What follows belongs to an exercise in optimizing a design on an open flow for small area; a production flow would make more cautious choices.
At most, simulation tests tie the RTL to the original design; equivalence was not proved.

==> inputs of job 4607 <==
==> flow/design.v <==
package nono_pkg;
    typedef enum logic [2:0] {
        end_board   = 3'b000,
        end_line    = 3'b001,
        or_commit   = 3'b010,
        and_assign  = 3'b101,
        start_line  = 3'b110,
        start_board = 3'b111
    } msg_flag_e;
    localparam int VAR_IDX_BITS = 4;
    localparam int OPT_BITS     = 2 ** VAR_IDX_BITS;  
    localparam int DIM_BITS     = 5;
    localparam int LINE_BITS    = 5;
    localparam int CNT_BITS     = 7;   
    typedef struct packed {
        logic [1:0]          spare_hi;
        logic [DIM_BITS-1:0] dim;       
        logic                spare_lo;
    } dim_payload_t;
    typedef struct packed {
        logic [2:0]              spare;
        logic [VAR_IDX_BITS-1:0] var_idx;  
        logic                    value;    
    } assign_payload_t;
    typedef union packed {
        dim_payload_t    dim;
        assign_payload_t asg;
    } payload_u;
    typedef struct packed {
        msg_flag_e flag;
        payload_u  payload;
    } token_t;
    typedef struct packed {
        logic [LINE_BITS-1:0] line;
        logic [OPT_BITS-1:0]  bits;
    } option_rec_t;
endpackage
module token_decoder (
    input  logic             clk,
    input  logic             rst,
    input  logic [7:0]       byte_in,
    input  logic             byte_valid,
    output logic [2:0]       tok_flag,
    output logic [5:0]       tok_pay,
    output logic             tok_valid
);
    logic       phase;     
    logic [2:0] flag_buf;  
    always_ff @(posedge clk) begin
        if (rst) begin
            phase     <= 1'b0;
            tok_valid <= 1'b0;
        end else begin
            tok_valid <= byte_valid & phase;
            if (byte_valid) phase <= ~phase;
        end
    end
    always_ff @(posedge clk) begin
        if (byte_valid && !phase) flag_buf <= byte_in[7:5];
    end
    always_ff @(posedge clk) begin
        tok_flag <= flag_buf;
        tok_pay  <= byte_in[5:0];
    end
endmodule
module option_builder #(
    parameter int MAX_LINES = 22
) (
    input  logic                          clk,
    input  logic                          rst,
    input  logic [2:0]                    tok_flag,
    input  logic [5:0]                    tok_pay,
    input  logic                          tok_valid,
    output logic [nono_pkg::LINE_BITS-1:0] line_idx,
    output logic [nono_pkg::OPT_BITS-1:0] cur_opt,
    output logic                          rec_valid,
    output logic                          line_inc,
    output logic                          line_open,
    output logic                          board_start,
    output logic                          board_done,
    output logic [nono_pkg::DIM_BITS-1:0] n,
    output logic [nono_pkg::DIM_BITS-1:0] m
);
    localparam logic [nono_pkg::LINE_BITS-1:0] LAST_LINE = nono_pkg::LINE_BITS'(MAX_LINES - 1);
    logic dim_sel;   
    always_ff @(posedge clk) begin
        if (rst) begin
            dim_sel     <= 1'b0;
            n           <= '0;
            m           <= '0;
            rec_valid   <= 1'b0;
            line_inc    <= 1'b0;
            line_open   <= 1'b0;
            board_start <= 1'b0;
            board_done  <= 1'b0;
        end else begin
            rec_valid   <= 1'b0;
            line_inc    <= 1'b0;
            line_open   <= 1'b0;
            board_start <= 1'b0;
            board_done  <= 1'b0;
            if (tok_valid) begin
                case (tok_flag)
                    3'b111: begin
                        dim_sel <= ~dim_sel;
                        if (!dim_sel) begin
                            n           <= tok_pay[5:1];
                            board_start <= 1'b1;
                        end else begin
                            m <= tok_pay[5:1];
                        end
                    end
                    3'b110: line_open <= 1'b1;
                    3'b010: rec_valid <= 1'b1;
                    3'b001: begin
                        rec_valid <= 1'b1;
                        line_inc  <= (line_idx != LAST_LINE);
                    end
                    3'b000: board_done <= 1'b1;
                    default: ;
                endcase
            end
        end
    end
    always_ff @(posedge clk) begin
        if (rst || board_start) begin
            line_idx <= '0;
        end else if (line_inc) begin
            line_idx <= line_idx + 1'b1;
        end
    end
    always_ff @(posedge clk) begin
        if (rst || rec_valid || line_open || board_start) begin
            cur_opt <= '0;
        end else if (tok_valid && tok_flag == 3'b101) begin
            cur_opt[tok_pay[4:1]] <= tok_pay[0];
        end
    end
endmodule
module option_store #(
    parameter  int MAX_LINES   = 22,
    parameter  int STORE_DEPTH = 64,
    localparam int ADDR_BITS   = $clog2(STORE_DEPTH)
) (
    input  logic                                          clk,
    input  logic                                          rst,
    input  logic [nono_pkg::LINE_BITS-1:0]                line_idx,
    input  logic [nono_pkg::OPT_BITS-1:0]                 cur_opt,
    input  logic                                          rec_valid,
    input  logic                                          line_inc,
    input  logic                                          line_open,
    input  logic                                          board_start,
    input  logic [ADDR_BITS-1:0]                          rd_addr,
    output nono_pkg::option_rec_t                         rd_data,
    input  logic [nono_pkg::LINE_BITS-1:0]                rd_line,
    output logic [ADDR_BITS-1:0]                          line_base_addr,
    output logic [MAX_LINES-1:0][nono_pkg::CNT_BITS-1:0]  options_per_line,
    output logic                                          opt_valid,
    output nono_pkg::option_rec_t                         opt_rec
);
    localparam int LB = nono_pkg::LINE_BITS;
    localparam int CB = nono_pkg::CNT_BITS;
    logic [nono_pkg::OPT_BITS-1:0] mem [STORE_DEPTH];
    logic [ADDR_BITS-1:0] line_end [MAX_LINES-1];  
    logic [ADDR_BITS:0]   wr_ptr;                  
    logic [ADDR_BITS:0]   wr_ptr_nx;
    logic [CB-1:0]        cur_cnt;                 
    logic                 wr_en;
    logic                 clr_all;
    assign clr_all   = rst || board_start;
    assign wr_en     = rec_valid && !wr_ptr[ADDR_BITS];
    assign wr_ptr_nx = wr_ptr + (ADDR_BITS + 1)'(wr_en);
    assign opt_valid = wr_en;
    assign opt_rec   = {line_idx, cur_opt};
    always_ff @(posedge clk) begin
        if (clr_all) wr_ptr <= '0;
        else         wr_ptr <= wr_ptr_nx;
    end
    always_ff @(posedge clk) begin
        if (clr_all || line_open || line_inc) begin
            cur_cnt <= '0;
        end else if (wr_en) begin
            cur_cnt <= cur_cnt + 1'b1;
        end
    end
    logic                 opl_clr;
    logic [CB-1:0]        opl_d;
    logic [MAX_LINES-1:0] opl_we;
    assign opl_clr = clr_all || line_open;
    assign opl_d   = opl_clr ? '0 : cur_cnt + 1'b1;
    always_comb begin
        for (int l = 0; l < MAX_LINES; l++) begin
            opl_we[l] = clr_all || ((line_idx == LB'(l)) && (line_open || wr_en));
        end
    end
    always_ff @(posedge clk) begin
        for (int l = 0; l < MAX_LINES; l++) begin
            if (opl_we[l]) begin
                options_per_line[l] <= (l == 0) ? opl_d : {1'b0, opl_d[CB-2:0]};
            end
        end
    end
    always_ff @(posedge clk) begin
        if (wr_en) begin
            mem[wr_ptr[ADDR_BITS-1:0]] <= cur_opt;
        end
    end
    always_ff @(posedge clk) begin
        for (int l = 0; l < MAX_LINES - 1; l++) begin
            if (line_inc && line_idx == LB'(l)) begin
                line_end[l] <= wr_ptr_nx[ADDR_BITS-1:0];
            end
        end
    end
    function automatic logic le6(input logic [ADDR_BITS-1:0] a, input logic [ADDR_BITS-1:0] b);
        logic r;
        r = 1'b1;
        for (int i = 0; i < ADDR_BITS; i++) begin
            r = (~a[i] & b[i]) | ((~a[i] | b[i]) & r);
        end
        le6 = r;
    endfunction
    logic [MAX_LINES-2:0] done;
    logic [LB-1:0]        rd_line_of;
    always_comb begin
        for (int l = 0; l < MAX_LINES - 1; l++) begin
            done[l] = (LB'(l) < line_idx) && (line_end[l] != '0) && le6(line_end[l], rd_addr);
        end
        rd_line_of = '0;
        for (int l = 0; l < MAX_LINES - 1; l++) begin
            if (done[l] && (l == MAX_LINES - 2 || !done[l+1])) rd_line_of = rd_line_of | LB'(l + 1);
        end
    end
    logic [nono_pkg::OPT_BITS-1:0] rd_bits;
    always_comb begin
        rd_bits = '0;
        for (int k = 0; k < STORE_DEPTH; k++) begin
            rd_bits = rd_bits | (mem[k] & {nono_pkg::OPT_BITS{rd_addr == ADDR_BITS'(k)}});
        end
    end
    always_ff @(posedge clk) begin
        rd_data <= {rd_line_of, rd_bits};
    end
    logic [MAX_LINES-1:0] rd_dec;    
    logic [MAX_LINES-1:0] rd_past;   
    logic [ADDR_BITS-1:0] sel_end;
    logic [ADDR_BITS-1:0] sel_cnt;
    always_comb begin
        for (int l = 0; l < MAX_LINES; l++) begin
            rd_dec[l]  = (rd_line == LB'(l));
            rd_past[l] = rd_dec[l] && (LB'(l) < line_idx);
        end
        sel_end = wr_ptr[ADDR_BITS-1:0] & {ADDR_BITS{|(rd_dec & ~rd_past)}};
        sel_cnt = '0;
        for (int l = 0; l < MAX_LINES - 1; l++) begin
            sel_end = sel_end | (line_end[l] & {ADDR_BITS{rd_past[l]}});
        end
        for (int l = 0; l < MAX_LINES; l++) begin
            sel_cnt = sel_cnt | (options_per_line[l][ADDR_BITS-1:0] & {ADDR_BITS{rd_dec[l]}});
        end
    end
    logic [ADDR_BITS-1:0] sub_b;
    logic [ADDR_BITS-1:0] pg_g, pg_p, cy;
    always_comb begin
        sub_b = ~sel_cnt;
        pg_g  = sel_end & sub_b;
        pg_p  = sel_end ^ sub_b;
        cy[0] = 1'b1;
        cy[1] = pg_g[0] | pg_p[0];
        cy[2] = pg_g[1] | (pg_p[1] & pg_g[0]) | (pg_p[1] & pg_p[0]);
        cy[3] = pg_g[2] | (pg_p[2] & pg_g[1]) | (pg_p[2] & pg_p[1] & (pg_g[0] | pg_p[0]));
        cy[4] = pg_g[3] | (pg_p[3] & pg_g[2]) | (pg_p[3] & pg_p[2] & cy[2]);
        cy[5] = pg_g[4] | (pg_p[4] & pg_g[3]) | (pg_p[4] & pg_p[3] & cy[3]);
    end
    assign line_base_addr = pg_p ^ cy;
endmodule
module board_parser_top #(
    parameter  int MAX_LINES   = 22,
    parameter  int STORE_DEPTH = 64,
    localparam int ADDR_BITS   = $clog2(STORE_DEPTH)
) (
    input  logic                                          clk,
    input  logic                                          rst,
    input  logic [7:0]                                    byte_in,
    input  logic                                          byte_valid,
    output logic                                          board_done,
    output logic [nono_pkg::DIM_BITS-1:0]                 n,
    output logic [nono_pkg::DIM_BITS-1:0]                 m,
    output logic                                          opt_valid,
    output nono_pkg::option_rec_t                         opt_rec,
    output logic [MAX_LINES-1:0][nono_pkg::CNT_BITS-1:0]  options_per_line,
    input  logic [ADDR_BITS-1:0]                          rd_addr,
    output nono_pkg::option_rec_t                         rd_data,
    input  logic [nono_pkg::LINE_BITS-1:0]                rd_line,
    output logic [ADDR_BITS-1:0]                          line_base_addr
);
    logic [2:0]                      tok_flag;
    logic [5:0]                      tok_pay;
    logic                            tok_valid;
    logic [nono_pkg::LINE_BITS-1:0]  line_idx;
    logic [nono_pkg::OPT_BITS-1:0]   cur_opt;
    logic                            rec_valid;
    logic                            line_inc;
    logic                            line_open;
    logic                            board_start;
    token_decoder token_decoder_inst (
        .clk        (clk),
        .rst        (rst),
        .byte_in    (byte_in),
        .byte_valid (byte_valid),
        .tok_flag   (tok_flag),
        .tok_pay    (tok_pay),
        .tok_valid  (tok_valid)
    );
    option_builder #(
        .MAX_LINES (MAX_LINES)
    ) option_builder_inst (
        .clk         (clk),
        .rst         (rst),
        .tok_flag    (tok_flag),
        .tok_pay     (tok_pay),
        .tok_valid   (tok_valid),
        .line_idx    (line_idx),
        .cur_opt     (cur_opt),
        .rec_valid   (rec_valid),
        .line_inc    (line_inc),
        .line_open   (line_open),
        .board_start (board_start),
        .board_done  (board_done),
        .n           (n),
        .m           (m)
    );
    option_store #(
        .MAX_LINES   (MAX_LINES),
        .STORE_DEPTH (STORE_DEPTH)
    ) option_store_inst (
        .clk              (clk),
        .rst              (rst),
        .line_idx         (line_idx),
        .cur_opt          (cur_opt),
        .rec_valid        (rec_valid),
        .line_inc         (line_inc),
        .line_open        (line_open),
        .board_start      (board_start),
        .rd_addr          (rd_addr),
        .rd_data          (rd_data),
        .rd_line          (rd_line),
        .line_base_addr   (line_base_addr),
        .options_per_line (options_per_line),
        .opt_valid        (opt_valid),
        .opt_rec          (opt_rec)
    );
endmodule
==> flow/run.sh <==
#!/bin/bash
# synth_recipe.tcl (not shown) runs the flow's synth.tcl, then flattens the netlist and writes it again
# the make line also repeats each setting of config.mk as NAME=value (left out here)
make -C /OpenROAD-flow-scripts/flow DESIGN_CONFIG=/design/flow/config.mk WORK_HOME=/design/flow/orfs CLKGATE_MAP_FILE= SYNTH_SCRIPT=/design/flow/synth_recipe.tcl finish
==> flow/config.mk <==
export PLATFORM = sky130hd
export DESIGN_NAME = board_parser_top
export DESIGN_NICKNAME = board_parser_top
export VERILOG_FILES = /design/flow/design.v
export SDC_FILE = /design/flow/constraint.sdc
export NUM_CORES = 4
export LEC_CHECK = 0
export CAP_MARGIN = 20
export CORE_MARGIN = 2
export CORE_UTILIZATION = 45
export CTS_BUF_LIST = sky130_fd_sc_hd__clkbuf_4 sky130_fd_sc_hd__clkbuf_8 sky130_fd_sc_hd__clkbuf_16
export SLEW_MARGIN = 20
==> flow/constraint.sdc <==
create_clock -name core_clock -period 5.0 [get_ports {clk}]
set_input_delay 1.0000 -clock core_clock [delete_from_list [all_inputs] [get_ports {clk}]]
set_output_delay 1.0000 -clock core_clock [all_outputs]
set_load 0.01 [all_outputs]
==> inputs of job 3528, as changes to job 4607 <==
--- a/flow/design.v
+++ b/flow/design.v
@@ -245,4 +245,4 @@
     logic [MAX_LINES-1:0] rd_past;   
-    logic [ADDR_BITS-1:0] sel_end;
-    logic [ADDR_BITS-1:0] sel_cnt;
+    logic [ADDR_BITS-1:0] cur_base;
+    assign cur_base = wr_ptr[ADDR_BITS-1:0] - cur_cnt[ADDR_BITS-1:0];
     always_comb begin
@@ -252,25 +252,8 @@
         end
-        sel_end = wr_ptr[ADDR_BITS-1:0] & {ADDR_BITS{|(rd_dec & ~rd_past)}};
-        sel_cnt = '0;
+        line_base_addr = cur_base & {ADDR_BITS{|(rd_dec & ~rd_past)}};
         for (int l = 0; l < MAX_LINES - 1; l++) begin
-            sel_end = sel_end | (line_end[l] & {ADDR_BITS{rd_past[l]}});
+            line_base_addr = line_base_addr |
+                ((line_end[l] - options_per_line[l][ADDR_BITS-1:0]) & {ADDR_BITS{rd_past[l]}});
         end
-        for (int l = 0; l < MAX_LINES; l++) begin
-            sel_cnt = sel_cnt | (options_per_line[l][ADDR_BITS-1:0] & {ADDR_BITS{rd_dec[l]}});
-        end
-    end
-    logic [ADDR_BITS-1:0] sub_b;
-    logic [ADDR_BITS-1:0] pg_g, pg_p, cy;
-    always_comb begin
-        sub_b = ~sel_cnt;
-        pg_g  = sel_end & sub_b;
-        pg_p  = sel_end ^ sub_b;
-        cy[0] = 1'b1;
-        cy[1] = pg_g[0] | pg_p[0];
-        cy[2] = pg_g[1] | (pg_p[1] & pg_g[0]) | (pg_p[1] & pg_p[0]);
-        cy[3] = pg_g[2] | (pg_p[2] & pg_g[1]) | (pg_p[2] & pg_p[1] & (pg_g[0] | pg_p[0]));
-        cy[4] = pg_g[3] | (pg_p[3] & pg_g[2]) | (pg_p[3] & pg_p[2] & cy[2]);
-        cy[5] = pg_g[4] | (pg_p[4] & pg_g[3]) | (pg_p[4] & pg_p[3] & cy[3]);
     end
-    assign line_base_addr = pg_p ^ cy;
 endmodule
==> flow/flow/run.sh (new file) <==
#!/bin/bash
# Standard ORFS layout (the standard.sh) with these changes: port buffers
# use a small plain buffer cell, CTS inserts no dummy loads and uses small
# clock buffers. Every tool's output stays in the ORFS logs under orfs/logs;
# this script's output goes to run.log.
set -e
bash standard.sh finish \
  "BUFFER_PORTS_ARGS=-buffer_cell sky130_fd_sc_hd__buf_1" \
  "CTS_ARGS=-sink_clustering_enable -repair_clock_nets -dont_use_dummy_load -buf_list {sky130_fd_sc_hd__clkbuf_4 sky130_fd_sc_hd__clkbuf_8}" \
  > run.log 2>&1
==> flow/standard.sh (new file) <==
#!/bin/bash
# synth_recipe.tcl (not shown) runs the flow's synth.tcl, then flattens the netlist and writes it again
# the make line also repeats each setting of config.mk as NAME=value (left out here)
make -C /OpenROAD-flow-scripts/flow DESIGN_CONFIG=/design/flow/config.mk WORK_HOME=/design/flow/orfs CLKGATE_MAP_FILE= SYNTH_SCRIPT=/design/flow/synth_recipe.tcl "${@:-finish}"
Settings changed: CTS_BUF_LIST sky130_fd_sc_hd__clkbuf_4 sky130_fd_sc_hd__clkbuf_8 sky130_fd_sc_hd__clkbuf_16 to not set.
removed: flow/run.sh
==> inputs of job 1809, as changes to job 4607 <==
--- a/flow/design.v
+++ b/flow/design.v
@@ -162,7 +162,8 @@
     localparam int CB = nono_pkg::CNT_BITS;
+    localparam int HB = ADDR_BITS / 2;          
     logic [nono_pkg::OPT_BITS-1:0] mem [STORE_DEPTH];
-    logic [ADDR_BITS-1:0] line_end [MAX_LINES-1];  
-    logic [ADDR_BITS:0]   wr_ptr;                  
+    logic [ADDR_BITS-1:0] line_end [MAX_LINES];  
+    logic [ADDR_BITS:0]   wr_ptr;                
     logic [ADDR_BITS:0]   wr_ptr_nx;
-    logic [CB-1:0]        cur_cnt;                 
+    logic [CB-1:0]        cur_cnt;               
     logic                 wr_en;
@@ -207,7 +208,14 @@
     end
+    logic [ADDR_BITS-1:0] end_d;
+    logic [MAX_LINES-1:0] end_we;
+    assign end_d = clr_all ? '0 : wr_ptr_nx[ADDR_BITS-1:0];
+    always_comb begin
+        for (int l = 0; l < MAX_LINES; l++) begin
+            end_we[l] = clr_all || ((wr_en || line_inc) && line_idx == LB'(l))
+                                || (line_inc && l > 0 && line_idx == LB'(l - 1));
+        end
+    end
     always_ff @(posedge clk) begin
-        for (int l = 0; l < MAX_LINES - 1; l++) begin
-            if (line_inc && line_idx == LB'(l)) begin
-                line_end[l] <= wr_ptr_nx[ADDR_BITS-1:0];
-            end
+        for (int l = 0; l < MAX_LINES; l++) begin
+            if (end_we[l]) line_end[l] <= end_d;
         end
@@ -226,3 +234,3 @@
         for (int l = 0; l < MAX_LINES - 1; l++) begin
-            done[l] = (LB'(l) < line_idx) && (line_end[l] != '0) && le6(line_end[l], rd_addr);
+            done[l] = (line_end[l] != '0) && le6(line_end[l], rd_addr);
         end
@@ -243,34 +251,24 @@
     end
-    logic [MAX_LINES-1:0] rd_dec;    
-    logic [MAX_LINES-1:0] rd_past;   
+    logic [MAX_LINES-1:0] lo_borrow;
+    logic [MAX_LINES-1:0] rd_dec;
     logic [ADDR_BITS-1:0] sel_end;
     logic [ADDR_BITS-1:0] sel_cnt;
+    logic                 sel_borrow;
     always_comb begin
         for (int l = 0; l < MAX_LINES; l++) begin
-            rd_dec[l]  = (rd_line == LB'(l));
-            rd_past[l] = rd_dec[l] && (LB'(l) < line_idx);
-        end
-        sel_end = wr_ptr[ADDR_BITS-1:0] & {ADDR_BITS{|(rd_dec & ~rd_past)}};
-        sel_cnt = '0;
-        for (int l = 0; l < MAX_LINES - 1; l++) begin
-            sel_end = sel_end | (line_end[l] & {ADDR_BITS{rd_past[l]}});
+            lo_borrow[l] = line_end[l][HB-1:0] < options_per_line[l][HB-1:0];
+            rd_dec[l]    = (rd_line == LB'(l));
         end
+        sel_end    = '0;
+        sel_cnt    = '0;
+        sel_borrow = 1'b0;
         for (int l = 0; l < MAX_LINES; l++) begin
-            sel_cnt = sel_cnt | (options_per_line[l][ADDR_BITS-1:0] & {ADDR_BITS{rd_dec[l]}});
+            sel_end    = sel_end | (line_end[l] & {ADDR_BITS{rd_dec[l]}});
+            sel_cnt    = sel_cnt | (options_per_line[l][ADDR_BITS-1:0] & {ADDR_BITS{rd_dec[l]}});
+            sel_borrow = sel_borrow | (lo_borrow[l] & rd_dec[l]);
         end
     end
-    logic [ADDR_BITS-1:0] sub_b;
-    logic [ADDR_BITS-1:0] pg_g, pg_p, cy;
-    always_comb begin
-        sub_b = ~sel_cnt;
-        pg_g  = sel_end & sub_b;
-        pg_p  = sel_end ^ sub_b;
-        cy[0] = 1'b1;
-        cy[1] = pg_g[0] | pg_p[0];
-        cy[2] = pg_g[1] | (pg_p[1] & pg_g[0]) | (pg_p[1] & pg_p[0]);
-        cy[3] = pg_g[2] | (pg_p[2] & pg_g[1]) | (pg_p[2] & pg_p[1] & (pg_g[0] | pg_p[0]));
-        cy[4] = pg_g[3] | (pg_p[3] & pg_g[2]) | (pg_p[3] & pg_p[2] & cy[2]);
-        cy[5] = pg_g[4] | (pg_p[4] & pg_g[3]) | (pg_p[4] & pg_p[3] & cy[3]);
-    end
-    assign line_base_addr = pg_p ^ cy;
+    assign line_base_addr[HB-1:0]         = sel_end[HB-1:0] - sel_cnt[HB-1:0];
+    assign line_base_addr[ADDR_BITS-1:HB] = sel_end[ADDR_BITS-1:HB] - sel_cnt[ADDR_BITS-1:HB]
+                                            - (ADDR_BITS-HB)'(sel_borrow);
 endmodule
==> flow/flow/run.sh (new file) <==
#!/bin/bash
# Standard ORFS layout (the standard.sh) with these changes: port buffers
# use a small plain buffer cell; CTS inserts no dummy loads, uses small clock
# buffers and somewhat larger sink clusters. Every tool's output stays in the
# ORFS logs under orfs/logs; this script's output goes to run.log.
set -e
bash standard.sh finish \
  "BUFFER_PORTS_ARGS=-buffer_cell sky130_fd_sc_hd__buf_1" \
  "CTS_ARGS=-sink_clustering_enable -repair_clock_nets -dont_use_dummy_load -sink_clustering_size 16 -sink_clustering_max_diameter 80 -buf_list {sky130_fd_sc_hd__clkbuf_4 sky130_fd_sc_hd__clkbuf_8}" \
  > run.log 2>&1
==> flow/standard.sh (new file) <==
#!/bin/bash
# synth_recipe.tcl (not shown) runs the flow's synth.tcl, then flattens the netlist and writes it again
# the make line also repeats each setting of config.mk as NAME=value (left out here)
make -C /OpenROAD-flow-scripts/flow DESIGN_CONFIG=/design/flow/config.mk WORK_HOME=/design/flow/orfs CLKGATE_MAP_FILE= SYNTH_SCRIPT=/design/flow/synth_recipe.tcl "${@:-finish}"
Settings changed: CTS_BUF_LIST sky130_fd_sc_hd__clkbuf_4 sky130_fd_sc_hd__clkbuf_8 sky130_fd_sc_hd__clkbuf_16 to not set, SETUP_SLACK_MARGIN set to 0.2.
removed: flow/run.sh
==> impl_metrics.env <==
export IMPL_critical_path_arrival_ns=3.88
export IMPL_number_of_rows_in_the_core_area=126
export IMPL_flow_area_growth_from_synthesis_pct=11.9
export IMPL_hpwl_um=152000
export IMPL_power_switching_uw=4290
export IMPL_design_die_area_um2=122000
export IMPL_grt_usage=0.368
export IMPL_post_synthesis_compound_gate_area_fraction=0.135
export IMPL_r2r_setup_slack_ns=1.11
export IMPL_result_of_the_run="timing/DRC/antenna clean"
export IMPL_synth_mux_area_frac=0.000747
The numbers above come from job 1809.

==> impl_metrics.env <==
export IMPL_result_of_the_run="timing/DRC/antenna clean"
export IMPL_grt_usage=0.365
export IMPL_r2r_setup_slack_ns=1.68
export IMPL_post_synthesis_compound_gate_area_fraction=0.128
export IMPL_critical_path_arrival_ns=3.96
export IMPL_design_die_area_um2=127000
The numbers above come from job 3528.

==> impl_metrics.env <==
export IMPL_flow_area_growth_from_synthesis_pct=23.7
export IMPL_timing_final_ws_setup_ns=-0.163
export IMPL_result_of_the_run="complete, but fails checks"
export IMPL_power_switching_uw=5200
export IMPL_final_setup_viol_count=2
export IMPL_r2r_setup_slack_ns=1.24
export IMPL_so_faults="negative setup slack"
export IMPL_synth_mux_area_frac=0.00175
The numbers above come from job 4607.

The RTL of job 4607 was laid out without a check of its function.

[afterwards: timing with drivers on the ports]
The flow's constraints put no driver on any port. The routed layouts listed below were extracted and timed again, unchanged, in two steps.
Step 1 assumes that a clkbuf_16 drives the clock port and a buf_2 every other input.
Step 2 moves the port delays by t, midway between the first and last clock arrival at a register: inputs arrive t later, outputs are due t later. That takes back most of the time a late clock gives input paths.
Slacks: no drivers / after step 1 / after step 2; pairs: no drivers / after step 1.
run	t, ns	setup slack, ns	latest minus earliest clock arrival (ns)
job 4607	0.841	-0.163 / -0.242 / -0.186	0.035 / 0.034
job 3528	0.970	0.044 / -0.027 / 0.401	0.138 / 0.138
job 1809	0.867	0.124 / 0.044 / 0.132	0.156 / 0.157
The setup slack of job 4607, which loses most, moves by -0.079 ns with the drivers and by -0.023 ns with both steps.
